This is an optimization exercise on Yosys and OpenROAD, whose aim is small area, a short achievable clock period and few clock cycles per item, not a production implementation. In this exercise RTL edits were held to simulation tests only and were not proved equivalent to the original. Power and IR drop assume default switching activity.

$ cat design/flow/design.v
`timescale 1ns/100ps
`default_nettype none
module fetch_top (
    input  logic  clk_in,
    input  logic  br_reset,
    input  logic  stall,
    input  logic  redirect_valid,
    input  logic [31:0] redirect_pc,
    output logic  out_valid,
    output logic [31:0] out_ins,
    output logic [31:0] out_pc,
    output logic [31:0] out_pred_pc,
    input  logic  upd_valid,
    input  logic [31:0] upd_pc,
    input  logic  upd_taken,
    output logic  mem_req,
    output logic [31:0] mem_addr,
    input  logic  mem_ack,
    input  logic [31:0] mem_data
);
    localparam logic [6:0] OP_JAL    = 7'b1101111;
    localparam logic [6:0] OP_BRANCH = 7'b1100011;
    logic [1:0]  ctr_q [16];
    logic [31:2] addr_q;      
    logic [31:2] np_q;        
    logic        stale_q;     
    logic        discard;
    logic        deliver;
    assign mem_addr    = {addr_q, 2'b00};
    assign out_pc      = {addr_q, 2'b00};
    assign out_pred_pc = {np_q, 2'b00};
    assign discard = mem_req && mem_ack && (stale_q || redirect_valid);
    assign deliver = mem_req && mem_ack && !stale_q && !redirect_valid && !stall;
    logic        is_jal, is_br, taken;
    logic [18:0] t_lo;
    logic        t_c;
    logic [10:0] hi_inc, hi_dec;
    logic [29:0] seq_pc;
    assign is_jal = (mem_data[6:0] == OP_JAL);
    assign is_br  = (mem_data[6:0] == OP_BRANCH);
    assign taken  = is_jal || (is_br && ctr_q[addr_q[5:2]][1]);
    tgt_add tgt_add_i (.a(addr_q[20:2]), .ins(mem_data), .s(t_lo), .co(t_c));
    incdec #(.N(11)) hi_id (.x(addr_q[31:21]), .inc(hi_inc), .dec(hi_dec));
    logic [18:0] seq_lo;
    logic        seq_c;
    inc #(.N(19)) seq_i (.x(addr_q[20:2]), .y(seq_lo), .co(seq_c));
    assign seq_pc = {seq_c ? hi_inc : addr_q[31:21], seq_lo};
    logic [29:0] np_hold;     
    logic        take;        
    logic [10:0] hi_c1, hi_c0;
    logic [10:0] np_hi_c1, np_hi_c0;
    logic [29:0] np_d;
    always_comb begin
        if (br_reset) begin
            np_hold = '0;
        end else if (redirect_valid) begin
            np_hold = redirect_pc[31:2];
        end else if (deliver) begin
            np_hold = seq_pc;
        end else begin
            np_hold = np_q;
        end
    end
    assign take  = deliver && taken && !br_reset;
    assign hi_c1 = mem_data[31] ? addr_q[31:21] : hi_inc;
    assign hi_c0 = mem_data[31] ? hi_dec : addr_q[31:21];
    assign np_hi_c1 = take ? hi_c1 : np_hold[29:19];
    assign np_hi_c0 = take ? hi_c0 : np_hold[29:19];
    sel2 #(.N(19)) lo_sel (.s(take), .a(t_lo), .b(np_hold[18:0]), .y(np_d[18:0]));
    sel2 #(.N(11)) hi_sel (.s(t_c), .a(np_hi_c1), .b(np_hi_c0), .y(np_d[29:19]));
    always_ff @(posedge clk_in) begin
        if (br_reset) begin
            mem_req   <= 1'b0;
            out_valid <= 1'b0;
            stale_q   <= 1'b0;
        end else begin
            out_valid <= deliver;
            if (!mem_req) begin
                if (!redirect_valid) begin
                    mem_req <= 1'b1;
                    stale_q <= 1'b0;
                end
            end else begin
                if (redirect_valid) begin
                    stale_q <= 1'b1;
                end
                if (discard) begin
                    mem_req <= 1'b0;
                end
                if (deliver) begin
                    mem_req <= 1'b0;
                end
            end
        end
    end
    always_ff @(posedge clk_in) begin
        np_q <= np_d;
    end
    always_ff @(posedge clk_in) begin
        if (!mem_req && !redirect_valid) begin
            addr_q <= np_q;
        end
    end
    always_ff @(posedge clk_in) begin
        out_ins <= mem_data;
    end
    for (genvar i = 0; i < 16; i++) begin : ctr_
        logic [1:0] c;
        logic [1:0] c_next;
        assign c = ctr_q[i];
        assign c_next = upd_taken ? {c[1] | c[0], c[1] | !c[0]}
                                  : {c[1] & c[0], c[1] & !c[0]};
        always_ff @(posedge clk_in) begin
            if (br_reset) begin
                ctr_q[i] <= 2'b01;
            end else if (upd_valid && upd_pc[5:2] == i) begin
                ctr_q[i] <= c_next;
            end
        end
    end
endmodule
module tgt_add (
    input  logic [18:0] a,
    input  logic [31:0] ins,
    output logic [18:0] s,
    output logic        co
);
    logic [18:0] b;
    assign b[18]    = ins[31];
    assign b[17:13] = ins[2] ? ins[19:15] : {5{ins[31]}};
    assign b[12:10] = ins[3] ? ins[14:12] : {3{ins[31]}};
    assign b[9]     = ins[3] ? ins[20] : ins[7];
    assign b[8:3]   = ins[30:25];
    assign b[2:0]   = ins[2] ? ins[24:22] : ins[11:9];
    ks_add #(.N(19)) add_i (.a(a), .b(b), .s(s), .co(co));
endmodule
module ks_add #(
    parameter int N = 8
) (
    input  logic [N-1:0] a,
    input  logic [N-1:0] b,
    output logic [N-1:0] s,
    output logic         co
);
    localparam int L = (N > 16) ? 5 : (N > 8) ? 4 : (N > 4) ? 3 : (N > 2) ? 2 : 1;
    logic [N-1:0] g [L+1];
    logic [N-1:0] p [L+1];
    logic [N-1:0] x;
    assign x    = a ^ b;
    assign g[0] = a & b;
    assign p[0] = x;
    for (genvar l = 0; l < L; l++) begin : lvl
        for (genvar i = 0; i < N; i++) begin : bit_
            if (i >= (1 << l)) begin : comb
                assign g[l+1][i] = g[l][i] | (p[l][i] & g[l][i-(1<<l)]);
                assign p[l+1][i] = p[l][i] & p[l][i-(1<<l)];
            end else begin : pass
                assign g[l+1][i] = g[l][i];
                assign p[l+1][i] = p[l][i];
            end
        end
    end
    assign s  = x ^ {g[L][N-2:0], 1'b0};
    assign co = g[L][N-1];
endmodule
module incdec #(
    parameter int N = 8
) (
    input  logic [N-1:0] x,
    output logic [N-1:0] inc,
    output logic [N-1:0] dec
);
    assign inc = x + 1'b1;
    assign dec = x - 1'b1;
endmodule
module inc #(
    parameter int N = 8
) (
    input  logic [N-1:0] x,
    output logic [N-1:0] y,
    output logic         co
);
    assign {co, y} = {1'b0, x} + 1'b1;
endmodule
module sel2 #(
    parameter int N = 8
) (
    input  logic         s,
    input  logic [N-1:0] a,
    input  logic [N-1:0] b,
    output logic [N-1:0] y
);
    assign y = s ? a : b;
endmodule
`default_nettype wire
$ cat design/flow/standard.sh
#!/bin/bash
# synth_recipe.tcl (not shown) runs the flow's synth.tcl, then flattens the netlist and writes it again
# the make line also repeats each setting of config.mk as NAME=value (left out here)
make -C /OpenROAD-flow-scripts/flow DESIGN_CONFIG=/design/flow/config.mk WORK_HOME=/design/flow/orfs CLKGATE_MAP_FILE= SYNTH_SCRIPT=/design/flow/synth_recipe.tcl "${@:-finish}"
$ cat design/flow/flow/run.sh
#!/bin/bash
# The standard layout, with the ports buffered by the smallest buffer
# instead of the flow's default pick; repair still resizes them as needed.
set -euo pipefail
export BUFFER_PORTS_ARGS="-buffer_cell sky130_fd_sc_hd__buf_1"
bash standard.sh > standard.log 2>&1
$ cat design/flow/config.mk
export PLATFORM = sky130hd
export DESIGN_NAME = fetch_top
export DESIGN_NICKNAME = fetch_top
export VERILOG_FILES = /design/flow/design.v
export SDC_FILE = /design/flow/constraint.sdc
export NUM_CORES = 4
export LEC_CHECK = 0
export ABC_CLOCK_PERIOD_IN_PS = 3000
export CAP_MARGIN = 20
export CORE_MARGIN = 8
export CORE_UTILIZATION = 40
export CTS_BUF_LIST = sky130_fd_sc_hd__clkbuf_4 sky130_fd_sc_hd__clkbuf_8
export CTS_CLUSTER_SIZE = 30
export SETUP_SLACK_MARGIN = 3.0
export SLEW_MARGIN = 20
export SYNTH_HIERARCHICAL = 1
export SYNTH_MINIMUM_KEEP_SIZE = 0
$ cat design/flow/constraint.sdc
create_clock -name core_clock -period 6.0 [get_ports {clk_in}]
set_input_delay 1.2000 -clock core_clock [delete_from_list [all_inputs] [get_ports {clk_in}]]
set_output_delay 1.2000 -clock core_clock [all_outputs]
set_load 0.01 [all_outputs]
==> out/metrics.cfg, run 1 <==
[pwr]
p_int_w=0.001613
leakagePower_nw=3.715
p_per_area_mw_per_mm2=246.3
power_frac_seq=0.431
power.total_w=0.002391
p_comb_frac=0.248
switching_share=0.3256
p_clk_frac=0.321
p_switching_w=0.0007788
vdd_drop_max_mv=0.1153

[global_routing]
antenna_found_initial=0
grt_max_degree=65
grtUsageMet2=0.3019
busiest_layer=met2
grt_pass1_wl_mm=34.91
use_met1=0.2249
grt_use_met3=0.03963
grt.overflow.total=0
grt_pass1_vias=6616
track_usage=0.1795

[sta]
tightest_slew_ns=1.044
max_clock_freq_mhz=320.9
timing.setup.tns_ns=0
hold_slack_ns=0.4563
relSlewSlack=0.3011
fin_crit_sh=0.5194
grt_setup_unrepaired=true
setup_viol=0
period_needed_ns=3.117
hold_viol=0
finalMaxSlewViolations=0
finClkSkew_ns=0.01657

[worst_hold_path]
worstHoldPathType=register to register

[route]
ant_nets=0
drt_pass1_iterations=7
routedWlPerCell_um=18.06
drtIter0Drc=443
vias=6804
avgViaCountPerCell=5.270
postRouteWirelength_mm=23.32
remaining_drc_errors=0

[clocking]
cts_sinks=127
cts_max_level=4
cts-root-buf=clkbuf_8
cts_tree=done
cts_buffers=17
insertion_delay_ns=0.45
clk_pin_slew_ns=0.08
cts_buffer_depth=2

[floorplanning]
rows=52
die_y_um=158.5
fp.dieW_um=158.5
core_mm2=0.02010
die_area_mm2=0.02512
start_util=0.4040
pin_count=233

[logic_synthesis]
synth_top_cell_by_area=dfxtp_1
ys_warn_count=11
yosysSeqAreaShare=0.3500
synth_area_mm2=0.008122
synth-async-reset-ratio=0
synth_compound_area_frac=0.1544
synth_area_per_cell_um2=9.726
ys_types=69
synth_seq_cells=127
synthFlopType=dfxtp_1
synth_xor_area_frac=0.05392
synthAdderAreaFrac=0.03790
syn_inst=835
synth_edf_count=30
synth_top_area_share=0.2391
synthSimpleGateAreaFrac=0.1479
synth_top_family_by_area=multiplexers
synth.area.mux_share=0.1736
synth_area_leaders=dfxtp_1 24%, edfxtp_1 11%, mux2i_1 9.4%

[final_layout]
diodes=0
nNetsFinal=1135
drive_gt1_frac=0.1685
fin_area_mm2=0.009709
area_growth_syn_to_layout_pct=19.55

[worst_setup_path]
critical_path.top_delay_family=compound AO/OA/AOI/OAI gates
critPathArrivalTime_ns=3.45
crit_type=input pin to register
cpPeakStageDelay_ns=0.31
crit_fanout=6
slowest_stage=mux2_4
start_kind=input pin
cp.required_ns=6.33
crit_chain=buf_8 -> buf_8 -> mux2_4 -> ha_4 -> nand3_2 -> o211ai_1 -> a21oi_2 -> o221ai_2 -> a41o_4 -> buf_12 -> mux2_4
cp-end-kind=register
ff2ff_setup_slack_ns=3.20
crit_buf_inv=3

[outcome]
status=no timing/DRC/antenna violations

[placed_design]
hpwl_mm=15.62
numPortBuffers=196
gp_congestion=0.8452
dpl_cell_area_mm2=0.008762

[flow_run]
cap_violations=0

[synth_stat cells, types with 2 or more instances]
library cell,n
nand3_1,16
clkbuf_1,30
a31oi_1,14
a211o_1,2
edfxtp_1,30
a21oi_1,60
nor4_4,2
dfxtp_1,97
nor2_1,70
and3_1,8
mux2i_1,76
o31ai_1,11
nand4_1,11
buf_6,7
nor3_1,7
mux2_2,14
o21a_1,2
xor2_1,17
nor4_1,4
mux4_2,2
a211oi_1,25
inv_1,16
buf_12,4
o21ai_0,24
buf_4,39
a22oi_1,11
o22ai_1,2
nor3b_2,2
nand2b_1,21
nand3b_1,15
nor2b_1,11
buf_2,3
o211ai_1,2
a21o_1,14
xnor2_1,33
o221ai_1,15
ha_1,23
nand2_1,37
mux2_4,28
[layout make-up]
type                       count  area, um^2
clock buffer                  19       261.5
sequential                   127        2843
inverter                      16       60.06
multi-input combinational    611        4896
tap                          270       337.8
fill                        1917       10400
timing repair buffer         235        1172
clock inverter                13       138.9
[placed cells by master (no fill, tap or decap), types with 12 or more instances in the layout]
| cell | netlist | final |
|---|---|---|
| xor2_1 | 17 | 17 |
| a31oi_1 | 14 | 13 |
| nand3_1 | 16 | 15 |
| a21oi_1 | 60 | 53 |
| nand3b_1 | 15 | 15 |
| dfxtp_1 | 97 | 97 |
| mux2i_1 | 76 | 76 |
| mux2_4 | 28 | 30 |
| a21o_1 | 14 | 14 |
| nand2_1 | 37 | 37 |
| mux2_2 | 14 | 12 |
| o21ai_0 | 24 | 22 |
| nor2_1 | 70 | 69 |
| edfxtp_1 | 30 | 30 |
| nand2b_1 | 21 | 19 |
| xnor2_1 | 33 | 33 |
| buf_4 | 39 | 27 |
| a211oi_1 | 25 | 22 |
| clkbuf_8 | 0 | 19 |
| buf_1 | 1 | 191 |
| inv_1 | 16 | 16 |
| ha_1 | 23 | 14 |
| o221ai_1 | 15 | 14 |
[power groups by stage]
stage / combinational, W / sequential (W) / clock (W)
5_1_grt: 0.000646 / 0.00104 / 0.000824
2_1_floorplan: 0.000393 / 0.00105 / 0
6_report: 0.000593 / 0.00103 / 0.000768
3_3_place_gp: 0.000512 / 0.00105 / 0
4_1_cts: 0.000574 / 0.00103 / 0.000784
3_5_place_dp: 0.000516 / 0.00106 / 0
[modules after synthesis (local to each module, per instance), a selection]
module / flip-flops and latches / times used / cells inside
fetch_top: 127 / 1 / 556
tgt_add: 0 / 1 / 13
[flip-flops by register name (all words and copies together), names as in the netlist]
register	count
ctr_q	32
mem_req	1
out_ins	32
addr_q	30
out_valid	1
stale_q	1
np_q	30
[worst paths after layout]
| check | end | cells after the start | from |
|---|---|---|---|
| worst max-delay path | np_q[21] | 11 | mem_data[2] |
| worst min register to register | addr_q[26] | 0 | np_q[26] |
| worst min-delay path | addr_q[26] | 0 | np_q[26] |
| worst max register to register | np_q[25] | 8 | addr_q[10] |
[metal layers]
metal | vias up | part of all wire
met2 | 195 | 0.48
li1 | 3374 | -
met3 | 25 | 0.062
met1 | 3210 | 0.45
met5 | - | 0
met4 | 0 | 0.016
[kinds of logic (layout without fill, tap and decap cells)]
family,Yosys count,count (layout)
compound gates,192,192
xor+xnor,50,50
fa+ha+maj,24,24
buf+inv,102,283
flops,127,127
mux,121,121
other cells,1,6
simple gates,218,218
[per-stage QoR]
stage,setup WS (ns),std cells,utilization
final,2.883,1291,0.4829
after global routing,2.824,1291,0.4829
after CTS,2.886,1283,0.4760
after detailed placement,1.581,1231,0.4358
after global placement,1.596,1231,0.4358
after floorplan,2.702,840,-
[repair_timing]
action,CTS,global route
hold buffers,0,0
setup endpoints to repair,30,18
pin swaps,11,13
cloned,2,1
resized for setup,39,17
setup buffers,18,7
Testbench counts, summed over its fixed seeds: cycles 51,127, items 14,446.
==> inputs of run 2 (changes only) <==
--- a/design/flow/flow/run.sh
+++ b/design/flow/flow/run.sh
@@ -3,4 +3,5 @@
 # instead of the flow's default pick; repair still resizes them as needed.
 set -euo pipefail
 export BUFFER_PORTS_ARGS="-buffer_cell sky130_fd_sc_hd__buf_1"
+export REMOVE_ABC_BUFFERS=1
 bash standard.sh > standard.log 2>&1
==> run 2 against run 1 <==
Still clean on timing, DRC and antenna. Core utilization increased by 0.23 points. Clock skew down 0.0063 ns. Register-to-register slack worse by 0.05 ns. Design area increased by 0.48%. Synthesized cell count unchanged. Synthesized area stayed put. Via count up 1.7%. Maximum frequency grew 3.0%. Final cell count increased by 0.54%. Critical endpoint is now np_q[14].
==> out/metrics.cfg, run 2 <==
[floorplanning]
fp.dieW_um=158.5
die_area_mm2=0.02512
core_mm2=0.02010
start_util=0.4040
die_y_um=158.5
pin_count=233
rows=52

[sta]
timing.setup.tns_ns=0
period_needed_ns=3.024
grt_setup_unrepaired=true
finalMaxSlewViolations=0
relSlewSlack=0.3456
tightest_slew_ns=0.9816
finClkSkew_ns=0.01030
hold_viol=0
max_clock_freq_mhz=330.7
hold_slack_ns=0.4618
setup_viol=0
fin_crit_sh=0.5041

[global_routing]
grt_pass1_wl_mm=35.22
track_usage=0.1795
grt_max_degree=65
grt.overflow.total=0
grt_pass1_vias=6485
antenna_found_initial=0

[final_layout]
area_growth_syn_to_layout_pct=20.12
drive_gt1_frac=0.1722
final_common_cell=buf_1
postLayoutCoreUtil=0.4853
largestRegisters=ctr_q: 32 flops, out_ins: 32 flops
final_cells=1298
nFillCells=1912
diodes=0
nNetsFinal=1142
mostFrequentLayoutCells=191 x buf_1, 97 x dfxtp_1, 76 x mux2i_1

[worst_setup_path]
cpPeakStageDelay_ns=0.35
slowest_stage=fa_2
crit_buf_inv=2
crit_fanout=4
critical_path.top_delay_family=simple AND/OR/NAND/NOR gates
cp-end-kind=register
cp.required_ns=6.34
critPathArrivalTime_ns=3.37
crit_chain=buf_1 -> mux2_4 -> ha_2 -> inv_1 -> fa_2 -> nand2b_4 -> a21oi_4 -> nor2_2 -> nor4_1 -> nor2_1 -> xnor2_1 -> mux2_4
crit_top_cell=mux2_4
start_kind=input pin
crit_type=input pin to register

[logic_synthesis]
synth_top_cell_by_area=dfxtp_1
yosysSeqAreaShare=0.3500
synth_most_common_cell=dfxtp_1
synthTopCellsByCount=97 x dfxtp_1, 76 x mux2i_1, 70 x nor2_1, 60 x a21oi_1, 39 x buf_4
synthSimpleGateAreaFrac=0.1479
synth_edf_count=30
ys_warn_count=11
synth_seq_cells=127
ys_types=69
synth_top_area_share=0.2391
synth.area.mux_share=0.1736
synth_compound_area_frac=0.1544
synth-async-reset-ratio=0
synth_area_per_cell_um2=9.726
synthAdderAreaFrac=0.03790
synth_xor_area_frac=0.05392
synth_top_family_by_area=multiplexers
syn_inst=835
synth_area_leaders=dfxtp_1 24%, edfxtp_1 11%, mux2i_1 9.4%
synthFlopType=dfxtp_1
synth_area_mm2=0.008122

[pwr]
p_per_area_mw_per_mm2=247.4
p_comb_frac=0.246
switching_share=0.3136
p_switching_w=0.0007567
vdd_drop_max_mv=0.1056
power_frac_seq=0.429
power.total_w=0.002413
p_clk_frac=0.325
leakagePower_nw=3.786
p_int_w=0.001657

[clocking]
cts-root-buf=clkbuf_8
cts_max_level=4
cts_buffers=17
insertion_delay_ns=0.45
cts_tree=done
cts_buffer_depth=2
cts_sinks=127
ctsHoldBuffers=0
clk_pin_slew_ns=0.08

[placed_design]
numPlacedInstances=1228
hpwl_mm=15.86
numPortBuffers=196
gp_congestion=0.8553

[route]
avgViaCountPerCell=5.332
drtIter0Drc=445
postRouteWirelength_mm=23.56
remaining_drc_errors=0
drt_pass1_iterations=5
routedWlPerCell_um=18.15
ant_nets=0
vias=6921

[outcome]
status=no timing/DRC/antenna violations

[worst_hold_path]
worstHoldPathType=register to register

[flow_run]
cap_violations=0

-- run 2: cell counts after synthesis --
No cell type changed its count.
-- run 2: cell families (layout without fill, tap and decap cells) --
logic type	count (synthesis)	in the layout
adder cells (fa/ha/maj)	24	24
AO/OA/AOI/OAI	192	192
buffers and inverters	102	290
multiplexers	121	121
XOR/XNOR	50	50
flip-flops	127	127
other	1	6
AND/OR/NAND/NOR	218	218
-- run 2: routing by layer --
| metal | GRT usage | routed length (um) |
|---|---|---|
| met1 | 0.2353 | 10630 |
| met2 | 0.2919 | 11080 |
| met3 | 0.03664 | 1531 |
| met4 | 0.05388 | 308 |
| met5 | 0 | 0 |
-- run 2: final timing paths --
path | slack [ns] | to | cells past startpoint | start
max | 2.98 | np_q[14] | 12 | mem_data[22]
min reg2reg | 0.46 | addr_q[5] | 0 | np_q[5]
min | 0.46 | addr_q[5] | 0 | np_q[5]
max reg2reg | 3.15 | np_q[21] | 8 | addr_q[8]
-- run 2: power groups by stage --
stage	clock network, W	logic [W]	registers [W]
CTS	0.000805	0.000552	0.00104
detailed placement	0	0.000506	0.00106
global placement	0	0.000502	0.00106
global route	0.000844	0.000650	0.00105
finish	0.000784	0.000594	0.00104
floorplan	0	0.000311	0.00107
-- run 2: final cells by class --
type / count / area (um^2) / area share
Clock buffer: 21 / 264.0 / 0.02706
Clock inverter: 11 / 140.1 / 0.01436
Inverter: 16 / 60.06 / 0.006156
Multi-Input combinational cell: 611 / 4872 / 0.4994
Sequential cell: 127 / 2843 / 0.2914
Tap cell: 270 / 337.8 / 0.03463
Timing Repair Buffer: 242 / 1239 / 0.1270
-- run 2: Yosys stat by module, one instance, submodules excluded, a selection --
module	cell area (um^2)	cells	flip-flops and latches	copies in the design
tgt_add	176.4	13	0	1
fetch_top	5778	556	127	1
-- run 2: repair_timing --
action / in CTS / in global routing
pin swaps: 5 / 16
gates resized for setup: 47 / 24
setup buffers: 8 / 26
gates cloned: 2 / 2
setup endpoints to repair: 30 / 23
-- run 2: through the flow --
stage / setup slack (ns) / cell area [um^2]
global placement: 1.480 / 8676
CTS: 3.011 / 9417
detailed placement: 1.442 / 8676
global route: 2.947 / 9756
finish: 2.976 / 9756
floorplan: 1.466 / 7536
==> inputs of run 3 (changes only) <==
--- a/design/flow/config.mk
+++ b/design/flow/config.mk
@@ -11,7 +11,7 @@
 export CORE_UTILIZATION = 40
 export CTS_BUF_LIST = sky130_fd_sc_hd__clkbuf_4 sky130_fd_sc_hd__clkbuf_8
 export CTS_CLUSTER_SIZE = 30
-export SETUP_SLACK_MARGIN = 3.0
+export SETUP_SLACK_MARGIN = 3.2
 export SLEW_MARGIN = 20
 export SYNTH_HIERARCHICAL = 1
 export SYNTH_MINIMUM_KEEP_SIZE = 0
==> run 3 against run 2 <==
Synthesized area unchanged. Still clean on timing, DRC and antenna. Highest routed layer unchanged. Clock skew fell by 0.00066 ns. Design area increased by 1.9%. Worst hold slack better by 0.00085 ns. Worst setup slack about the same. Count of clock-buffer cells in the layout did not move. Register-to-register slack better by 0.11 ns. Sequential share of layout area is 0.55 points lower. Maximum frequency about the same. Non-clock buffer count grew 7. Sequential power barely moved. Global-route usage rose by 0.51 points.
==> out/metrics.cfg, run 3 <==
[pwr]
power.total_w=0.002445
leakagePower_nw=3.860
p_per_area_mw_per_mm2=246.0
vdd_drop_max_mv=0.1061

[global_routing]
antenna_found_initial=0
grt.overflow.total=0
grt_pass1_wl_mm=36.17
grt_pass1_vias=6646
grt_max_degree=65
track_usage=0.1845

[logic_synthesis]
yosysSeqAreaShare=0.3500
syn_inst=835
ys_types=69
synth_area_leaders=dfxtp_1 24%, edfxtp_1 11%, mux2i_1 9.4%
ys_warn_count=11
synth_top_area_share=0.2391
synth_most_common_cell=dfxtp_1
synth_area_per_cell_um2=9.726
synth_edf_count=30
synth_area_mm2=0.008122
synthFlopType=dfxtp_1
synthTopCellsByCount=97 x dfxtp_1, 76 x mux2i_1, 70 x nor2_1, 60 x a21oi_1, 39 x buf_4
synth-async-reset-ratio=0
synth_seq_cells=127
synth_top_cell_by_area=dfxtp_1

[placed_design]
numPortBuffers=196
gp_congestion=0.8553
dp_worst_setup_slack_ns=1.442
hpwl_mm=15.86

[route]
avgViaCountPerCell=5.348
drtIter0Drc=450
remaining_drc_errors=0
vias=6979
ant_nets=0
routedWlPerCell_um=18.55
drt_pass1_iterations=5
postRouteWirelength_mm=24.21

[final_layout]
mostFrequentLayoutCells=189 x buf_1, 97 x dfxtp_1, 76 x mux2i_1
final_common_cell=buf_1
area_growth_syn_to_layout_pct=22.42
diodes=0
nNetsFinal=1149
nFillCells=1877
drive_gt1_frac=0.1874
largestRegisters=ctr_q: 32 flops, out_ins: 32 flops

[sta]
grt_setup_unrepaired=true
finalMaxSlewViolations=0
tightest_slew_ns=0.9753
relSlewSlack=0.3498
period_needed_ns=3.024
fin_crit_sh=0.5040
worst_slack_ns=2.976
finClkSkew_ns=0.009638
hold_viol=0
setup_viol=0
max_clock_freq_mhz=330.7
timing.setup.tns_ns=0

[worst_setup_path]
critical_path.top_delay_family=buffers and inverters
crit_chain=clkbuf_16 -> buf_12 -> mux2_4 -> ha_4 -> buf_6 -> buf_6 -> nand4_1 -> o221ai_2 -> a41o_4 -> buf_12 -> mux2_4
crit_type=input pin to register
ff2ff_setup_slack_ns=3.26
cp-end-kind=register
start_kind=input pin
crit_fanout=5
cp.required_ns=6.34
cpPeakStageDelay_ns=0.32
crit_buf_inv=5
slowest_stage=a41o_4
critPathArrivalTime_ns=3.37

[floorplanning]
pin_count=233
die_area_mm2=0.02512
core_mm2=0.02010
start_util=0.4040
rows=52
fp.dieW_um=158.5
die_y_um=158.5

[clocking]
cts_sinks=127
cts-root-buf=clkbuf_8
ctsHoldBuffers=0
cts_buffer_depth=2
insertion_delay_ns=0.45
cts_tree=done
clk_pin_slew_ns=0.08
cts_max_level=4
cts_buffers=17

[worst_hold_path]
worstHoldPathType=register to register

[flow_run]
cap_violations=0

[outcome]
status=no timing/DRC/antenna violations

==> run 3: worst paths after layout <==
path / startpoint / to / cells past startpoint
setup reg to reg: addr_q[5] / np_q[21] / 8
hold / removal: np_q[7] / addr_q[7] / 0
setup / recovery: mem_data[31] / np_q[23] / 11
hold reg to reg: np_q[7] / addr_q[7] / 0
==> run 3: layout make-up <==
type | count | area, um^2 | area share
tap | 270 | 337.8 | 0.03398
inverter | 16 | 60.06 | 0.006041
multi-input combinational | 611 | 4943 | 0.4972
timing repair buffer | 249 | 1354 | 0.1362
clock buffer | 21 | 264.0 | 0.02655
clock inverter | 11 | 140.1 | 0.01410
sequential | 127 | 2843 | 0.2859
==> run 3: cell families after synthesis <==
| group | after synthesis | synth area share |
|---|---|---|
| fa+ha+maj | 24 | 0.03790 |
| other cells | 1 | 0.0004617 |
| flops | 127 | 0.3500 |
| simple gates | 218 | 0.1479 |
| compound gates | 192 | 0.1544 |
| xor+xnor | 50 | 0.05392 |
| buf+inv | 102 | 0.08181 |
| mux | 121 | 0.1736 |
==> run 3: modules after synthesis (local to each module, per instance), excerpt <==
module,flops+latches,cells inside,cell area (um^2)
fetch_top,127,556,5778
tgt_add,0,13,176.4
==> run 3: report_power, final <==
group | total [W] | internal, W | switching [W]
sequential | 0.00104 | 0.000950 | 0.0000876
combinational | 0.000622 | 0.000296 | 0.000326
clock | 0.000786 | 0.000427 | 0.000360
total | 0.00245 | 0.00167 | 0.000773
==> run 3: per-stage QoR <==
step	cell area, um^2	hold slack [ns]	instances	utilization
after global routing	9942	0.4690	1305	0.4945
after detailed placement	8676	0.4448	1228	0.4315
after floorplan	7536	0.4548	754	-
after global placement	8676	0.4392	1228	0.4315
after CTS	9774	0.4651	1293	0.4862
final	9942	0.4626	1305	0.4945
==> run 3: layer usage <==
metal / routed length (um) / part of all wire / vias up / track usage
met5: 0 / 0 / - / 0
met2: 11480 / 0.47 / 230 / 0.3023
met4: 264 / 0.011 / 0 / 0.05433
li1: - / - / 3393 / -
met1: 10870 / 0.45 / 3338 / 0.2409
met3: 1587 / 0.066 / 18 / 0.03719
==> run 3: worst reg2reg max path: cells and delay by family, from the launching register on <==
family,cells,cell delay [ns]
simple gates,3,1.10
compound gates,2,0.33
mux,3,0.62
flops,1,0.60
==> run 3: timing repair <==
action | CTS | global route
cloned | 3 | 1
buffers inserted | 30 | 11
pin swaps | 21 | 21
setup endpoints to repair | 30 | 22
resized for setup | 76 | 14
==> inputs of run 4 (changes only) <==
==> design/flow/flow/run.sh (replaced) <==
#!/bin/bash
# The standard layout, with the ports buffered by the smallest buffer
# instead of the flow's default pick; repair still resizes them as needed.
set -euo pipefail
export BUFFER_PORTS_ARGS="-buffer_cell sky130_fd_sc_hd__buf_1"
bash standard.sh > standard.log 2>&1
==> run 4 against run 3 <==
Sequential share of layout area rose by 0.37 points. Via count shrank 1.3%. Still clean on timing, DRC and antenna. Critical path depth down 1. Critical path type unchanged. Largest power group unchanged.
==> out/metrics.cfg, run 4 <==
[final_layout]
mostFrequentLayoutCells=192 x buf_1, 97 x dfxtp_1, 76 x mux2i_1
final_common_cell=buf_1
diodes=0
largestRegisters=ctr_q: 32 flops, out_ins: 32 flops
final_cells=1293
area_growth_syn_to_layout_pct=20.84
drive_gt1_frac=0.1760
postLayoutCoreUtil=0.4882
nNetsFinal=1138

[sta]
max_clock_freq_mhz=318.9
period_needed_ns=3.136
grt_setup_unrepaired=true
finalMaxSlewViolations=0
hold_viol=0
tightest_slew_ns=0.9702
relSlewSlack=0.3508
fin_crit_sh=0.5227
finClkSkew_ns=0.01279
setup_viol=0
timing.setup.tns_ns=0

[route]
routedWlPerCell_um=18.17
dr_wl_met2_mm=11.08
wl_met3_mm=1.476
postRouteWirelength_mm=23.50
drt_pass1_iterations=5
ant_nets=0
met1_length_mm=10.63
drtIter0Drc=355
avgViaCountPerCell=5.326
vias=6886
remaining_drc_errors=0
top_layer=met4

[worst_setup_path]
cp-end-kind=register
crit_chain=buf_1 -> buf_6 -> mux2_4 -> ha_4 -> nand3_4 -> o211ai_1 -> a21oi_2 -> o221ai_4 -> a41o_4 -> mux2_4
cpPeakStageDelay_ns=0.36
ff2ff_setup_slack_ns=3.01
critPathArrivalTime_ns=3.47
reg2reg_depth=8
crit_fanout=7
crit_buf_inv=2
crit_type=input pin to register
timing.rr.start=addr_q[4]
critical_path.top_delay_family=compound AO/OA/AOI/OAI gates
reg2reg_to=np_q[29]
slowest_stage=a41o_4
crit_top_cell=mux2_4
cp.required_ns=6.33
start_kind=input pin

[clocking]
cts_max_level=4
cts_tree=done
insertion_delay_ns=0.45
clk_pin_slew_ns=0.08
cts_buffers=17
cts_sinks=127
cts-root-buf=clkbuf_8
cts_buffer_depth=2

[pwr]
p_per_area_mw_per_mm2=255.3
p_int_w=0.001738
p_comb_frac=0.243
p_clk_frac=0.345
switching_share=0.3062
power_frac_seq=0.413
vdd_drop_max_mv=0.1284
p_switching_w=0.0007672
leakagePower_nw=3.772

[global_routing]
grt_pass1_vias=6740
track_usage=0.1840
grt.overflow.total=0
grt_pass1_wl_mm=36.01
antenna_found_initial=0
grt_max_degree=65

[worst_hold_path]
worstHoldEndpoint=addr_q[26]
holdPathStages=0
hold_path.startpoint=np_q[26]
worstHoldPathType=register to register

[logic_synthesis]
synth_most_common_cell=dfxtp_1
synthTopCellsByCount=97 x dfxtp_1, 76 x mux2i_1, 70 x nor2_1, 60 x a21oi_1, 39 x buf_4
synth_area_leaders=dfxtp_1 24%, edfxtp_1 11%, mux2i_1 9.4%
synth_edf_count=30
synth_area_per_cell_um2=9.726
ys_types=69
synth_compound_area_frac=0.1544
synth_xor_area_frac=0.05392
synth_top_cell_by_area=dfxtp_1
synth_area_mm2=0.008122
ys_warn_count=11
synthAdderAreaFrac=0.03790
synth_seq_cells=127
synth_top_area_share=0.2391
synth_top_family_by_area=multiplexers
synthFlopType=dfxtp_1
yosysSeqAreaShare=0.3500
synthSimpleGateAreaFrac=0.1479
synth.area.mux_share=0.1736
synth-async-reset-ratio=0
syn_inst=835

[floorplanning]
core_mm2=0.02010
rows=52
pin_count=233
die_area_mm2=0.02512
fp.dieW_um=158.5
die_y_um=158.5
start_util=0.4040

[placed_design]
gp_congestion=0.8339
numPortBuffers=196
hpwl_mm=15.68
numPlacedInstances=1229

[outcome]
status=no timing/DRC/antenna violations

[flow_run]
cap_violations=0

[run 4: per-module statistics from Yosys, one instance, submodules excluded, excerpt]
module / area (um^2) / cells / times used / flops+latches
fetch_top: 5778 / 556 / 1 / 127
tgt_add: 176.4 / 13 / 1 / 0
[run 4: layer usage]
layer,GRT usage,vias to the layer above
met1,0.2347,3295
met4,0.04939,0
met3,0.03882,24
li1,-,3376
met2,0.3093,191
met5,0,-
[run 4: logic make-up (layout without fill, tap and decap cells)]
group | after synthesis | in the layout
AND/OR/NAND/NOR | 218 | 218
AO/OA/AOI/OAI | 192 | 193
flip-flops | 127 | 127
multiplexers | 121 | 121
buffers and inverters | 102 | 284
XOR/XNOR | 50 | 50
adder cells (fa/ha/maj) | 24 | 24
other | 1 | 6
[run 4: per-stage QoR]
step / setup WS, ns / total power [W] / instance area, um^2 / hold WS (ns)
CTS: 2.871 / 0.002502 / 9701 / 0.4577
global placement: 1.601 / 0.001566 / 8761 / 0.4396
detailed placement: 1.596 / 0.001574 / 8761 / 0.4385
floorplan: 2.702 / 0.001446 / 8230 / 0.4609
finish: 2.864 / 0.002505 / 9814 / 0.4559
global route: 2.812 / 0.002622 / 9814 / 0.4737
[run 4: power by group through the flow]
stage	combinational [W]	sequential, W	clock (W)
after floorplan	0.000394	0.00105	0
after global placement	0.000512	0.00105	0
after detailed placement	0.000517	0.00106	0
after CTS	0.000588	0.00103	0.000879
after global routing	0.000666	0.00105	0.000909
final	0.000608	0.00103	0.000863
[run 4: worst register-to-register path, stage by stage, from the launching register on]
cell and delay, ns:
edfxtp_1 0.75, nand3_4 0.23, nor4_1 0.47, and4_4 0.48, mux2i_1 0.23, a31oi_1 0.10
a22oi_1 0.23, mux2i_1 0.13, mux2_4 0.28
[run 4: final cells by class]
cell class / instances / area, um^2
Fill cell: 1926 / 10290
Multi-Input combinational cell: 612 / 4996
Sequential cell: 127 / 2843
Timing Repair Buffer: 237 / 1131
Tap cell: 270 / 337.8
Clock buffer: 25 / 312.8
Clock inverter: 6 / 133.9
Inverter: 16 / 60.06
[run 4: worst max-delay path by stage]
| stage | from | endpoint | slack [ns] | cells after the start |
|---|---|---|---|---|
| 6_report | mem_data[2] | np_q[25] | 2.86 | 10 |
| 5_1_grt | mem_data[2] | np_q[20] | 2.81 | 14 |
| 4_1_cts | mem_data[2] | np_q[29] | 2.87 | 10 |
| 3_5_place_dp | mem_data[3] | np_q[29] | 1.60 | 9 |
| 3_3_place_gp | mem_data[3] | np_q[29] | 1.60 | 9 |
| 2_1_floorplan | mem_data[2] | np_q[21] | 2.70 | 11 |
[run 4: repair_timing]
action,CTS,global route
hold buffers,0,0
endpoints found under the setup margin,30,30
resized for setup,49,9
gates cloned,2,0
buffers inserted,23,8
pin swaps,19,16
==> inputs of run 5 (changes only) <==
--- a/design/flow/config.mk
+++ b/design/flow/config.mk
@@ -11,7 +11,7 @@
 export CORE_UTILIZATION = 40
 export CTS_BUF_LIST = sky130_fd_sc_hd__clkbuf_4 sky130_fd_sc_hd__clkbuf_8
 export CTS_CLUSTER_SIZE = 30
-export SETUP_SLACK_MARGIN = 3.2
+export SETUP_SLACK_MARGIN = 2.8
 export SLEW_MARGIN = 20
 export SYNTH_HIERARCHICAL = 1
 export SYNTH_MINIMUM_KEEP_SIZE = 0
==> run 5 against run 4 <==
Combinational power fell by 7.4%. Clock power shrank 18%. Worst setup slack got worse by 0.041 ns. Die area unchanged. Count of clock-buffer cells in the layout decreased by 4. Largest cell class unchanged. Still clean on timing, DRC and antenna. Highest routed layer unchanged.
==> out/metrics.cfg, run 5 <==
[sta]
hold_viol=0
period_needed_ns=3.178
timing.setup.tns_ns=0
relSlewSlack=0.2801
fin_crit_sh=0.5296
hold_slack_ns=0.4637
worst_slack_ns=2.822
setup_viol=0
finClkSkew_ns=0.01615
finalMaxSlewViolations=0
tightest_slew_ns=1.080
max_clock_freq_mhz=314.7
grt_setup_unrepaired=false

[worst_hold_path]
worstHoldPathType=register to register
hold_path.startpoint=np_q[24]
worstHoldEndpoint=addr_q[24]
holdPathStages=0

[clocking]
clk_pin_slew_ns=0.08
ctsHoldBuffers=0
cts_tree=done
cts_max_level=4
cts-root-buf=clkbuf_8
cts_buffer_depth=2
cts_sinks=127
insertion_delay_ns=0.44
cts_buffers=17

[route]
routedWlPerCell_um=17.56
ant_nets=0
postRouteWirelength_mm=22.44
drt_pass1_iterations=5
avgViaCountPerCell=5.193
vias=6637
remaining_drc_errors=0
drtIter0Drc=289

[final_layout]
mostFrequentLayoutCells=192 x buf_1, 97 x dfxtp_1, 76 x mux2i_1
drive_gt1_frac=0.1518
final_common_cell=buf_1
area_growth_syn_to_layout_pct=15.90
nFillCells=2006
diodes=0
largestRegisters=ctr_q: 32 flops, out_ins: 32 flops
nNetsFinal=1122
multi_input_area_mm2=0.004823
seq_area_mm2=0.002843

[placed_design]
numPortBuffers=196
hpwl_mm=15.73
dp_worst_setup_slack_ns=1.589
gp_congestion=0.8426

[worst_setup_path]
critical_path.top_delay_family=buffers and inverters
cpPeakStageDelay_ns=0.30
crit_fanout=7
slowest_stage=ha_2
reg2reg_to=np_q[30]
start_kind=input pin
reg2reg_depth=8
cp.required_ns=6.32
crit_chain=buf_1 -> buf_6 -> buf_12 -> buf_4 -> mux2_4 -> ha_2 -> a21oi_2 -> nor2b_1 -> o21ai_0 -> nand2b_1 -> a41o_4 -> buf_12 -> mux2_4
cp-end-kind=register
crit_buf_inv=5
critPathArrivalTime_ns=3.50
timing.rr.start=addr_q[8]
path_depth=13
ff2ff_setup_slack_ns=3.09
crit_type=input pin to register

[global_routing]
antenna_found_initial=0
grt.overflow.total=0
grt_pass1_wl_mm=34.13
grt_max_degree=65
grt_pass1_vias=6469
track_usage=0.1739

[floorplanning]
core_mm2=0.02010
pin_count=233
die_area_mm2=0.02512
fp.dieW_um=158.5
rows=52
start_util=0.4040
die_y_um=158.5

[logic_synthesis]
synth_area_mm2=0.008122
yosysSeqAreaShare=0.3500
synth_top_area_share=0.2391
syn_inst=835
ys_types=69
synth_seq_cells=127
synthFlopType=dfxtp_1
synthTopCellsByCount=97 x dfxtp_1, 76 x mux2i_1, 70 x nor2_1, 60 x a21oi_1, 39 x buf_4
synth-async-reset-ratio=0
ys_warn_count=11
synth_top_cell_by_area=dfxtp_1
synth_area_leaders=dfxtp_1 24%, edfxtp_1 11%, mux2i_1 9.4%
synth_edf_count=30
synth_most_common_cell=dfxtp_1
synth_area_per_cell_um2=9.726

[pwr]
p_per_area_mw_per_mm2=244.9
vdd_drop_max_mv=0.1208
leakagePower_nw=3.598

[flow_run]
cap_violations=0

[outcome]
status=no timing/DRC/antenna violations

-- run 5: cell counts after synthesis --
No cell type changed its count.
-- run 5: report_power, final --
group          internal, W  total (W)  switching (W)
Combinational     0.000257   0.000563       0.000306
Sequential        0.000949    0.00103      0.0000817
Clock             0.000349   0.000711       0.000362
Total              0.00156    0.00231       0.000750
-- run 5: per-layer routing --
| metal | vias to the layer above | wire (um) | global-route usage |
|---|---|---|---|
| met5 | - | 0 | 0 |
| li1 | 3342 | - | - |
| met4 | 0 | 310 | 0.05388 |
| met3 | 19 | 1400 | 0.04207 |
| met1 | 3099 | 10150 | 0.2160 |
| met2 | 177 | 10580 | 0.2919 |
-- run 5: area by class of cell --
cell class                      count  area share
Multi-Input combinational cell    611      0.5124
Sequential cell                   127      0.3020
Timing Repair Buffer              222      0.1049
Tap cell                          270     0.03589
Clock buffer                       21     0.02871
Clock inverter                     11    0.009704
Inverter                           16    0.006380
-- run 5: cells by family after synthesis --
| family | after synthesis | share of synthesized area |
|---|---|---|
| adders and majority gates | 24 | 0.03790 |
| muxes | 121 | 0.1736 |
| other | 1 | 0.0004617 |
| DFF | 127 | 0.3500 |
| xor gates and xnor gates | 50 | 0.05392 |
| AOI/OAI and AO/OA | 192 | 0.1544 |
| and+or+nand+nor | 218 | 0.1479 |
| buffers and inverters | 102 | 0.08181 |
-- run 5: worst max-delay path by stage --
stage / start / endpoint
2_1_floorplan: mem_data[2] / np_q[21]
3_3_place_gp: mem_data[3] / np_q[29]
3_5_place_dp: mem_data[3] / np_q[29]
4_1_cts: mem_data[2] / np_q[20]
5_1_grt: mem_data[2] / np_q[25]
6_report: mem_data[2] / np_q[25]
-- run 5: repair_timing --
| action | CTS | global route |
|---|---|---|
| resized for setup | 17 | 17 |
| endpoints found under the setup margin | 30 | 15 |
| pin swaps | 1 | 5 |
| gates cloned | 0 | 0 |
| setup buffers | 4 | 13 |
-- run 5: per-stage QoR --
stage,total power (W),util,instance area (um^2),cells
6_report,0.002305,0.4682,9413,1278
5_1_grt,0.002433,0.4682,9413,1278
4_1_cts,0.002306,0.4592,9231,1265
3_5_place_dp,0.001571,0.4343,8731,1229
3_3_place_gp,0.001564,0.4343,8731,1229
2_1_floorplan,0.001443,-,8200,840
-- run 5: modules after synthesis (local to each module, per instance), a selection --
module / flops+latches / cells / cell area (um^2) / copies in the design
tgt_add: 0 / 13 / 176.4 / 1
fetch_top: 127 / 556 / 5778 / 1
==> inputs of run 6 (changes only) <==
--- a/design/flow/flow/run.sh
+++ b/design/flow/flow/run.sh
@@ -3,4 +3,5 @@
 # instead of the flow's default pick; repair still resizes them as needed.
 set -euo pipefail
 export BUFFER_PORTS_ARGS="-buffer_cell sky130_fd_sc_hd__buf_1"
+export REMOVE_ABC_BUFFERS=1
 bash standard.sh > standard.log 2>&1
==> run 6 against run 5 <==
Final cell count fell by 0.63%. Register-to-register slack got worse by 0.02 ns. Highest routed layer unchanged. Critical path depth fell by 3.
==> out/metrics.cfg, run 6 <==
[outcome]
status=no timing/DRC/antenna violations

[pwr]
p_switching_w=0.0007423
switching_share=0.3135
p_comb_frac=0.230
leakagePower_nw=3.574
p_per_area_mw_per_mm2=253.7
p_clk_frac=0.331
vdd_drop_max_mv=0.1050
p_int_w=0.001626
power_frac_seq=0.438

[logic_synthesis]
synth_area_per_cell_um2=9.726
synth_area_mm2=0.008122
synth_seq_cells=127
synthTopCellsByCount=97 x dfxtp_1, 76 x mux2i_1, 70 x nor2_1, 60 x a21oi_1, 39 x buf_4
synth-async-reset-ratio=0
synth_top_area_share=0.2391
synth_area_leaders=dfxtp_1 24%, edfxtp_1 11%, mux2i_1 9.4%
synth_edf_count=30
synth_top_cell_by_area=dfxtp_1
synth_most_common_cell=dfxtp_1
ys_types=69
synthFlopType=dfxtp_1
yosysSeqAreaShare=0.3500
syn_inst=835
ys_warn_count=11

[clocking]
cts_max_level=4
cts_tree=done
cts_buffers=17
ctsHoldBuffers=0
cts-root-buf=clkbuf_8
insertion_delay_ns=0.45
clk_pin_slew_ns=0.08
cts_sinks=127
cts_buffer_depth=2

[final_layout]
diodes=0
final_cells=1270
area_growth_syn_to_layout_pct=14.91
nNetsFinal=1114
drive_gt1_frac=0.1340
final_common_cell=buf_1
mostFrequentLayoutCells=191 x buf_1, 97 x dfxtp_1, 76 x mux2i_1
largestRegisters=ctr_q: 32 flops, out_ins: 32 flops

[global_routing]
grt_pass1_vias=6300
antenna_found_initial=0
grt_max_degree=65
grt_pass1_wl_mm=33.88
track_usage=0.1729
grt.overflow.total=0

[worst_setup_path]
critPathArrivalTime_ns=3.48
start_kind=input pin
cp-end-kind=register
cp.required_ns=6.34
crit_type=input pin to register
crit_fanout=11

[sta]
finClkSkew_ns=0.01349
timing.setup.tns_ns=0
fin_crit_sh=0.5235
worst_slack_ns=2.859
finalMaxSlewViolations=0
setup_viol=0
period_needed_ns=3.141
tightest_slew_ns=0.9715
relSlewSlack=0.3499
grt_setup_unrepaired=true
hold_viol=0
max_clock_freq_mhz=318.4

[route]
drtIter0Drc=369
routedWlPerCell_um=17.72
drt_pass1_iterations=5
ant_nets=0
postRouteWirelength_mm=22.50
vias=6710
remaining_drc_errors=0
avgViaCountPerCell=5.283

[placed_design]
gp_congestion=0.8553
numPortBuffers=196
dp_worst_setup_slack_ns=1.442
numPlacedInstances=1228
hpwl_mm=15.86

[floorplanning]
die_area_mm2=0.02512
fp.dieW_um=158.5
rows=52
start_util=0.4040
pin_count=233
core_mm2=0.02010
die_y_um=158.5

[worst_hold_path]
worstHoldPathType=register to register

[flow_run]
cap_violations=0

[run 6: per-module statistics from Yosys, one instance, submodules excluded, excerpt]
| module | copies in the design | area (um^2) |
|---|---|---|
| fetch_top | 1 | 5778 |
| tgt_add | 1 | 176.4 |
[run 6: cells by family (layout without fill, tap and decap cells)]
family | count (synthesis) | after routing | synth area share
and+or+nand+nor | 218 | 218 | 0.1479
AOI/OAI and AO/OA | 192 | 192 | 0.1544
DFF | 127 | 127 | 0.3500
muxes | 121 | 121 | 0.1736
buffers and inverters | 102 | 262 | 0.08181
xor gates and xnor gates | 50 | 50 | 0.05392
adders and majority gates | 24 | 24 | 0.03790
other | 1 | 6 | 0.0004617
[run 6: area by class of cell]
cell class	count	area (um^2)
repair buffers	214	922.1
flip-flops and latches	127	2843
multi-input cells	611	4766
well taps	270	337.8
clock buffers	21	264.0
clock inverters	11	140.1
fillers	1971	10770
inverters	16	60.06
[run 6: power groups by stage]
| stage | sequential [W] | clock, W | combinational [W] |
|---|---|---|---|
| 2_1_floorplan | 0.00107 | 0 | 0.000311 |
| 3_3_place_gp | 0.00106 | 0 | 0.000502 |
| 3_5_place_dp | 0.00106 | 0 | 0.000506 |
| 4_1_cts | 0.00104 | 0.000805 | 0.000522 |
| 5_1_grt | 0.00105 | 0.000842 | 0.000600 |
| 6_report | 0.00104 | 0.000785 | 0.000545 |
[run 6: layer usage]
metal  track usage  vias to the layer above  share of wire
li1              -                     3332              -
met1        0.2250                     3157           0.45
met2        0.2791                      203           0.47
met3       0.03474                       18          0.070
met4       0.06197                        0          0.014
met5             0                        -              0
[run 6: critical path: stages]
cell      delay, ns
buf_6          0.16
mux2_4         0.31
ha_1           0.38
nand3_1        0.12
o211ai_1       0.23
a21oi_2        0.11
o221ai_2       0.23
a41o_4         0.30
buf_12         0.14
mux2_4         0.30
[run 6: through the flow]
stage	util	hold slack [ns]	instance area [um^2]	power, W
final	0.4642	0.4631	9333	0.002368
after global routing	0.4642	0.4690	9333	0.002494
after CTS	0.4557	0.4651	9161	0.002366
after detailed placement	0.4315	0.4448	8676	0.001564
after global placement	0.4315	0.4392	8676	0.001558
after floorplan	-	0.4548	7536	0.001378
[run 6: final timing paths]
check,to,slack (ns),depth (start not counted),start
setup / recovery,np_q[23],2.86,10,mem_data[2]
hold / removal,addr_q[4],0.46,0,np_q[4]
setup reg to reg,np_q[21],3.07,8,addr_q[5]
hold reg to reg,addr_q[4],0.46,0,np_q[4]
[run 6: what timing repair did]
item / 4_1_cts / 5_1_grt
pin swaps: 1 / 4
setup endpoints to repair: 30 / 22
gates resized for setup: 14 / 20
buffers inserted: 2 / 8
==> inputs of run 7 (changes only) <==
--- a/design/flow/config.mk
+++ b/design/flow/config.mk
@@ -5,6 +5,7 @@
 export SDC_FILE = /design/flow/constraint.sdc
 export NUM_CORES = 4
 export LEC_CHECK = 0
+export ABC_AREA = 1
 export ABC_CLOCK_PERIOD_IN_PS = 3000
 export CAP_MARGIN = 20
 export CORE_MARGIN = 8
==> run 7 against run 6 <==
Still clean. Final cell count is 34% higher. Global-route usage up 2.0 points. Non-clock buffer count fell by 4. First-iteration DRC count is 23% higher. Worst setup slack improved by 0.13 ns. Clock power shrank 2%. Flip-flop and latch count unchanged. Combinational power down 7.9%. Design area up 1.6%. Critical endpoint is now np_q[9].
==> out/metrics.cfg, run 7 <==
[outcome]
status=no timing/DRC/antenna violations

[final_layout]
postLayoutCoreUtil=0.4570
diodes=0
area_growth_syn_to_layout_pct=13.27
drive_gt1_frac=0.08065
nNetsFinal=1540
largestRegisters=ctr_q: 32 flops, out_ins: 32 flops
final_common_cell=nand2_1
mostFrequentLayoutCells=399 x nand2_1, 193 x buf_1, 126 x inv_1
fin_area_mm2=0.009485

[sta]
finClkSkew_ns=0.01719
timing.setup.tns_ns=0
setup_viol=0
hold_viol=0
relSlewSlack=0.3114
tightest_slew_ns=1.032
finalMaxSlewViolations=0
grt_setup_unrepaired=false
hold_slack_ns=0.4624
max_clock_freq_mhz=332.3
period_needed_ns=3.009
fin_crit_sh=0.5015

[route]
met1_length_mm=11.46
drtIter0Drc=453
avgViaCountPerCell=4.838
remaining_drc_errors=0
routedWlPerCell_um=14.81
wl_met3_mm=1.752
ant_nets=0
vias=8229
dr_wl_met2_mm=11.64
postRouteWirelength_mm=25.20
top_layer=met4
drt_pass1_iterations=5

[floorplanning]
die_y_um=160.7
core_mm2=0.02076
die_area_mm2=0.02582
rows=53
start_util=0.4035
pin_count=233
fp.dieW_um=160.7

[logic_synthesis]
ys_warn_count=11
synth_xor_area_frac=0.03138
synth_most_common_cell=nand2_1
yosysSeqAreaShare=0.3395
synthTopCellsByCount=400 x nand2_1, 127 x inv_1, 99 x nand3_1, 97 x dfxtp_1, 91 x nor2_1
synth.area.mux_share=0
synth_seq_cells=127
synth_area_mm2=0.008374
synthAdderAreaFrac=0.03675
synthSimpleGateAreaFrac=0.3432
synth_area_leaders=dfxtp_1 23%, nand2_1 18%, edfxtp_1 11%
synth_compound_area_frac=0.1212
synth_area_per_cell_um2=6.646
synth-async-reset-ratio=0
synth_top_family_by_area=simple AND/OR/NAND/NOR gates
synth_edf_count=30
ys_types=38
synth_top_cell_by_area=dfxtp_1
synth_top_area_share=0.2319
synthFlopType=dfxtp_1
syn_inst=1260

[clocking]
insertion_delay_ns=0.45
clk_pin_slew_ns=0.08
cts-root-buf=clkbuf_8
cts_buffer_depth=2
cts_tree=done
ctsHoldBuffers=0
cts_sinks=127
cts_max_level=4
cts_buffers=17

[global_routing]
track_usage=0.1932
grt.overflow.total=0
antenna_found_initial=0
grt_pass1_vias=8084
grt_max_degree=62
grt_pass1_wl_mm=40.46

[worst_setup_path]
crit_top_cell=nand2_1
cp-end-kind=register
critPathArrivalTime_ns=3.35
crit_fanout=32
reg2reg_to=np_q[9]
cp.required_ns=6.34
crit_type=input pin to register
slowest_stage=clkinv_2
start_kind=input pin
timing.rr.start=addr_q[2]
crit_chain=buf_1 -> nor2_1 -> nand2_1 -> buf_4 -> nor2_1 -> buf_4 -> nand2_4 -> clkinvlp_4 -> clkinv_2 -> nand2_1 -> nand2_1
reg2reg_depth=15
ff2ff_setup_slack_ns=3.22
startpoint=redirect_valid
cpPeakStageDelay_ns=0.35

[placed_design]
dpl_cell_area_mm2=0.008972
numPortBuffers=196
hpwl_mm=18.06
gp_congestion=0.8666

[worst_hold_path]
hold_path.startpoint=np_q[9]
holdPathStages=0
worstHoldEndpoint=addr_q[9]
worstHoldPathType=register to register

[pwr]
power.total_w=0.002270
p_per_area_mw_per_mm2=239.4
leakagePower_nw=4.517
vdd_drop_max_mv=0.1235

[flow_run]
cap_violations=0

[run 7: worst max-delay path by stage]
stage,slack [ns],depth (start not counted),to
3_5_place_dp,1.70,8,np_q[19]
3_3_place_gp,1.77,8,np_q[10]
2_1_floorplan,2.05,9,np_q[10]
6_report,2.99,11,np_q[9]
4_1_cts,2.84,16,np_q[27]
5_1_grt,2.80,11,np_q[20]
[run 7: area by class of cell]
cell class              count  area [um^2]
fillers                  2179        11270
flip-flops and latches    127         2843
multi-input cells         917         4497
repair buffers            210        867.1
clock inverters            15        161.4
clock buffers              17        234.0
well taps                 275        344.1
repair inverters            1        5.005
inverters                 139        534.3
[run 7: metrics by stage]
stage          std cells  setup slack (ns)
6_report            1701             2.991
5_1_grt             1701             2.803
4_1_cts             1700             2.835
3_5_place_dp        1659             1.699
3_3_place_gp        1659             1.771
2_1_floorplan       1183             2.048
[run 7: report_power, final]
part	internal [W]	total, W	leakage (nW)	switching (W)
clock network	0.000350	0.000771	0.201	0.000422
logic	0.000174	0.000502	3.22	0.000328
registers	0.000935	0.000997	1.10	0.0000619
total	0.00146	0.00227	4.52	0.000812
[run 7: cell families after synthesis]
kind of cell | count (synthesis)
simple gates | 672
buf+inv | 221
compound gates | 185
flops | 127
xor+xnor | 30
fa+ha+maj | 24
other cells | 1
[run 7: routing by layer]
layer  vias up  GRT usage
met3        21    0.05196
li1       4322          -
met4         0    0.05429
met5         -          0
met2       265     0.3276
met1      3621     0.2365
[run 7: worst max-delay path, delay by kind of cell]
family | cells | cell delay, ns
buf+inv | 5 | 1.30
simple gates | 6 | 0.78
[run 7: what timing repair did]
| item | 4_1_cts | 5_1_grt |
|---|---|---|
| setup buffers | 8 | 0 |
| endpoints found under the setup margin | 30 | 30 |
| gates cloned | 1 | 0 |
| resized for setup | 6 | 6 |
[run 7: Yosys stat by module, one instance, submodules excluded, a selection]
| module | copies in the design | cell area (um^2) | cells |
|---|---|---|---|
| fetch_top | 1 | 5748 | 747 |
| tgt_add | 1 | 148.9 | 33 |
==> inputs of run 8 (changes only) <==
--- a/design/flow/config.mk
+++ b/design/flow/config.mk
@@ -5,7 +5,6 @@
 export SDC_FILE = /design/flow/constraint.sdc
 export NUM_CORES = 4
 export LEC_CHECK = 0
-export ABC_AREA = 1
 export ABC_CLOCK_PERIOD_IN_PS = 3000
 export CAP_MARGIN = 20
 export CORE_MARGIN = 8
@@ -16,3 +15,4 @@
 export SLEW_MARGIN = 20
 export SYNTH_HIERARCHICAL = 1
 export SYNTH_MINIMUM_KEEP_SIZE = 0
+export TNS_END_PERCENT = 50
==> run 8 against run 7 <==
Still clean. Maximum frequency shrank 4.3%. Sequential share of layout area is 0.51 points higher. Total power rose by 4.2%. Clock skew fell by 0.0037 ns. Critical path depth up 1. Flip-flop and latch count unchanged. Die area shrank 2.7%. Critical endpoint is now np_q[20]. Largest cell class unchanged. Highest routed layer unchanged.
==> out/metrics.cfg, run 8 <==
[final_layout]
seq_area_mm2=0.002843
mostFrequentLayoutCells=191 x buf_1, 97 x dfxtp_1, 76 x mux2i_1
fin_area_mm2=0.009325
multi_input_area_mm2=0.004758
final_common_cell=buf_1
final_cells=1270
drive_gt1_frac=0.1330
postLayoutCoreUtil=0.4638
largestRegisters=ctr_q: 32 flops, out_ins: 32 flops
nFillCells=1972
area_growth_syn_to_layout_pct=14.82
diodes=0
nNetsFinal=1114

[floorplanning]
die_y_um=158.5
fp.dieW_um=158.5
pin_count=233
core_mm2=0.02010
rows=52
start_util=0.4040
die_area_mm2=0.02512

[placed_design]
dpl_cell_area_mm2=0.008676
numPortBuffers=196
numPlacedInstances=1228
hpwl_mm=15.86
gp_congestion=0.8553

[route]
vias=6725
ant_nets=0
drt_pass1_iterations=5
remaining_drc_errors=0
postRouteWirelength_mm=22.53
routedWlPerCell_um=17.74
avgViaCountPerCell=5.295
drtIter0Drc=370

[logic_synthesis]
ys_warn_count=11
synth_area_leaders=dfxtp_1 24%, edfxtp_1 11%, mux2i_1 9.4%
yosysSeqAreaShare=0.3500
synth_seq_cells=127
synth_top_area_share=0.2391
synthFlopType=dfxtp_1
synth_area_mm2=0.008122
synth_edf_count=30
synth-async-reset-ratio=0
synthTopCellsByCount=97 x dfxtp_1, 76 x mux2i_1, 70 x nor2_1, 60 x a21oi_1, 39 x buf_4
syn_inst=835
synth_most_common_cell=dfxtp_1
synth_top_cell_by_area=dfxtp_1
ys_types=69
synth_area_per_cell_um2=9.726

[worst_setup_path]
timing.rr.start=addr_q[5]
reg2reg_to=np_q[21]
ff2ff_setup_slack_ns=3.07
cp.required_ns=6.39
crit_type=input pin to register
crit_fanout=11
critPathArrivalTime_ns=3.54
start_kind=input pin
reg2reg_depth=8
cp-end-kind=register

[clocking]
cts_max_level=4
ctsHoldBuffers=0
clk_pin_slew_ns=0.08
cts_sinks=127
insertion_delay_ns=0.45
cts_buffer_depth=2
cts_buffers=17
cts_tree=done
cts-root-buf=clkbuf_8

[global_routing]
grt_max_degree=65
grtUsageMet2=0.2791
grt_pass1_wl_mm=33.88
antenna_found_initial=0
busiest_layer=met2
use_met1=0.2250
grt_use_met3=0.03474
grt.overflow.total=0
track_usage=0.1729
grt_pass1_vias=6300

[sta]
fin_crit_sh=0.5243
finalMaxSlewViolations=0
tightest_slew_ns=0.9749
finClkSkew_ns=0.01350
hold_viol=0
grt_setup_unrepaired=true
period_needed_ns=3.146
setup_viol=0
relSlewSlack=0.3477
timing.setup.tns_ns=0
max_clock_freq_mhz=317.9

[pwr]
p_per_area_mw_per_mm2=253.8
leakagePower_nw=3.566
vdd_drop_max_mv=0.1052

[worst_hold_path]
worstHoldEndpoint=addr_q[4]
worstHoldPathType=register to register
holdPathStages=0
hold_path.startpoint=np_q[4]

[flow_run]
cap_violations=0

[outcome]
status=no timing/DRC/antenna violations

==> run 8: worst max-delay path by stage <==
| stage | from | depth (start not counted) | to |
|---|---|---|---|
| global placement | mem_data[2] | 9 | np_q[29] |
| finish | mem_data[2] | 12 | np_q[20] |
| floorplan | stall | 6 | np_q[21] |
| CTS | mem_data[3] | 10 | np_q[25] |
| detailed placement | mem_data[2] | 9 | np_q[29] |
| global route | mem_data[2] | 10 | np_q[21] |
==> run 8: cell type report <==
class	instances	share of cell area
clock buffers	21	0.02831
clock inverters	11	0.01503
inverters	16	0.006440
multi-input cells	611	0.5103
flip-flops and latches	127	0.3048
well taps	270	0.03623
repair buffers	214	0.09889
==> run 8: critical path, stage by stage <==
cell and delay (ns):
buf_6 0.14, mux2_4 0.20, ha_1 0.17, inv_1 0.06, fa_1 0.40, nand2b_1 0.20
a21oi_2 0.15, nor2_1 0.11, o21a_1 0.23, o211a_1 0.24, a211oi_2 0.23, mux2_2 0.19
==> run 8: kinds of logic (layout without fill, tap and decap cells) <==
kind of cell | count (synthesis) | after routing | share of synthesized area
simple gates | 218 | 218 | 0.1479
compound gates | 192 | 192 | 0.1544
buf+inv | 102 | 262 | 0.08181
xor+xnor | 50 | 50 | 0.05392
fa+ha+maj | 24 | 24 | 0.03790
other cells | 1 | 6 | 0.0004617
flops | 127 | 127 | 0.3500
mux | 121 | 121 | 0.1736
==> run 8: metal layers <==
metal	vias to the layer above	wire length, um	part of all wire
met5	-	0	0
met4	0	323	0.014
met3	18	1549	0.069
met2	208	10520	0.47
met1	3166	10130	0.45
li1	3333	-	-
==> run 8: power by group <==
part | leakage [nW] | internal [W] | total (W) | switching (W)
combinational | 2.26 | 0.000248 | 0.000544 | 0.000296
clock | 0.208 | 0.000427 | 0.000785 | 0.000358
sequential | 1.10 | 0.000950 | 0.00104 | 0.0000882
total | 3.57 | 0.00162 | 0.00237 | 0.000742
==> run 8: per-stage QoR <==
stage,hold WS (ns),power (W),worst slack (ns)
final,0.4631,0.002366,2.854
after floorplan,0.4548,0.001378,1.466
after detailed placement,0.4448,0.001564,1.442
after global placement,0.4392,0.001558,1.480
after global routing,0.4690,0.002492,2.776
after CTS,0.4651,0.002366,2.691
==> run 8: Yosys stat by module (local to each module, per instance), excerpt <==
module	flip-flops and latches	cell area [um^2]	cells inside	times used
fetch_top	127	5778	556	1
tgt_add	0	176.4	13	1
==> run 8: what timing repair did <==
item,4_1_cts,5_1_grt
resized for setup,14,19
endpoints found under the setup margin,30,22
pin swaps,1,4
setup buffers,2,8
==> inputs of run 9 (changes only) <==
--- a/design/flow/config.mk
+++ b/design/flow/config.mk
@@ -11,8 +11,8 @@
 export CORE_UTILIZATION = 40
 export CTS_BUF_LIST = sky130_fd_sc_hd__clkbuf_4 sky130_fd_sc_hd__clkbuf_8
 export CTS_CLUSTER_SIZE = 30
+export PLACE_DENSITY = 0.75
 export SETUP_SLACK_MARGIN = 2.8
 export SLEW_MARGIN = 20
 export SYNTH_HIERARCHICAL = 1
 export SYNTH_MINIMUM_KEEP_SIZE = 0
-export TNS_END_PERCENT = 50
==> run 9 against run 8 <==
Core utilization increased by 0.26 points. Largest cell class unchanged. Highest routed layer is now met5. Worst setup slack got worse by 0.021 ns. Critical path depth increased by 1. Still clean. Clock skew decreased by 0.0046 ns.
==> out/metrics.cfg, run 9 <==
[global_routing]
track_usage=0.1737
grt_pass1_wl_mm=34.20
antenna_found_initial=2
grt_pass1_vias=6637
grt_max_degree=65

[worst_setup_path]
ff2ff_setup_slack_ns=2.97
critPathArrivalTime_ns=3.50
start_kind=input pin
timing.rr.start=addr_q[5]
cp-end-kind=register
reg2reg_depth=8
cp.required_ns=6.34
reg2reg_to=np_q[28]
crit_type=input pin to register
crit_fanout=8

[floorplanning]
pin_count=233
die_area_mm2=0.02512
fp.dieW_um=158.5
start_util=0.4040
rows=52

[sta]
period_needed_ns=3.166
fin_crit_sh=0.5277
relSlewSlack=0.3647
finalMaxSlewViolations=0
setup_viol=0

[logic_synthesis]
synth_top_cell_by_area=dfxtp_1
ys_types=69
synth_seq_cells=127
synth.area.mux_share=0.1736
synthSimpleGateAreaFrac=0.1479
yosysSeqAreaShare=0.3500
synth_xor_area_frac=0.05392
synth_top_family_by_area=multiplexers
synth_edf_count=30
synth_compound_area_frac=0.1544
syn_inst=835
synthTopCellsByCount=97 x dfxtp_1, 76 x mux2i_1, 70 x nor2_1, 60 x a21oi_1, 39 x buf_4
synthFlopType=dfxtp_1
synth-async-reset-ratio=0

[clocking]
insertion_delay_ns=0.44
cts_max_level=4
cts_tree=done
cts_buffers=17
cts_buffer_depth=2

[pwr]
p_int_w=0.001625
power_frac_seq=0.441
power.total_w=0.002359
p_comb_frac=0.234
p_clk_frac=0.326
vdd_drop_max_mv=0.1047
p_switching_w=0.0007338
p_per_area_mw_per_mm2=251.6

[worst_hold_path]
worstHoldEndpoint=addr_q[11]
hold_path.startpoint=np_q[11]
worstHoldPathType=register to register

[final_layout]
nNetsFinal=1112
largestRegisters=ctr_q: 32 flops, out_ins: 32 flops
postLayoutCoreUtil=0.4664
mostFrequentLayoutCells=191 x buf_1, 97 x dfxtp_1, 76 x mux2i_1
area_growth_syn_to_layout_pct=15.45
final_common_cell=buf_1
drive_gt1_frac=0.1393
fin_area_mm2=0.009376

[route]
met1_length_mm=9.647
remaining_drc_errors=0
vias=6829
dr_wl_met2_mm=10.74
routedWlPerCell_um=17.81
postRouteWirelength_mm=22.60
top_layer=met5

[outcome]
status=no timing/DRC/antenna violations

-- run 9: cell families after synthesis --
| kind of cell | Yosys count |
|---|---|
| AND/OR/NAND/NOR | 218 |
| AO/OA/AOI/OAI | 192 |
| flip-flops | 127 |
| multiplexers | 121 |
| buffers and inverters | 102 |
| XOR/XNOR | 50 |
| adder cells (fa/ha/maj) | 24 |
| other | 1 |
-- run 9: worst max path at each step --
stage	from	end	slack [ns]	cells after the start
after floorplan	stall	np_q[21]	1.47	6
after global placement	mem_data[2]	np_q[27]	1.55	10
after detailed placement	mem_data[2]	np_q[24]	1.52	10
after CTS	mem_data[2]	np_q[24]	2.79	11
after global routing	addr_q[5]	np_q[25]	2.74	8
final	mem_data[2]	np_q[14]	2.83	13
-- run 9: layout make-up --
cell class / count / area (um^2)
multi-input cells: 611 / 4798
clock inverters: 7 / 87.58
flip-flops and latches: 127 / 2843
repair buffers: 212 / 934.6
inverters: 16 / 60.06
well taps: 270 / 337.8
clock buffers: 25 / 312.8
fillers: 1868 / 10730
diodes: 1 / 2.502
-- run 9: Yosys stat by module, one instance, submodules excluded, a selection --
module,area [um^2],copies in the design,cells inside
tgt_add,176.4,1,13
fetch_top,5778,1,556
-- run 9: repair_timing --
action                     in CTS  in global routing
pin swaps                       1                  7
setup endpoints to repair      30                 17
hold buffers                    0                  0
resized for setup              18                 26
buffers inserted                2                  4
cloned                          0                  0
-- run 9: critical path: stages --
cell and delay (ns):
buf_6 0.13, buf_6 0.14, mux2_4 0.19, ha_2 0.18, inv_1 0.06, fa_2 0.36, nand2b_4 0.16, a21oi_4 0.18
nor2_4 0.07, nor4_2 0.32, nor2_1 0.11, xnor2_1 0.14, mux2_4 0.25
-- run 9: routing by layer --
metal,vias up,GRT usage
li1,3326,-
met2,226,0.2913
met1,3239,0.2096
met3,36,0.04126
met5,-,0
met4,2,0.07274
-- run 9: through the flow --
step                      hold WS (ns)  worst slack (ns)  cells
after global routing            0.4713             2.741   1269
after global placement          0.4364             1.548   1229
after floorplan                 0.4548             1.466    754
final                           0.4607             2.834   1269
after CTS                       0.4575             2.786   1263
after detailed placement        0.4401             1.523   1229
-- run 9: power by group through the flow --
stage	Combinational [W]	Clock [W]	Sequential, W
after global placement	0.000496	0	0.00105
after CTS	0.000525	0.000788	0.00104
after detailed placement	0.000504	0	0.00106
after global routing	0.000605	0.000816	0.00105
after floorplan	0.000311	0	0.00107
final	0.000551	0.000768	0.00104

Setup slack of run 9, layout unchanged: 2.834 ns with ideal ports, 2.830 ns with driving cells assumed (clock clkbuf_16, inputs buf_2), 2.351 ns with port delays also shifted by the 0.478 ns mid clock arrival.
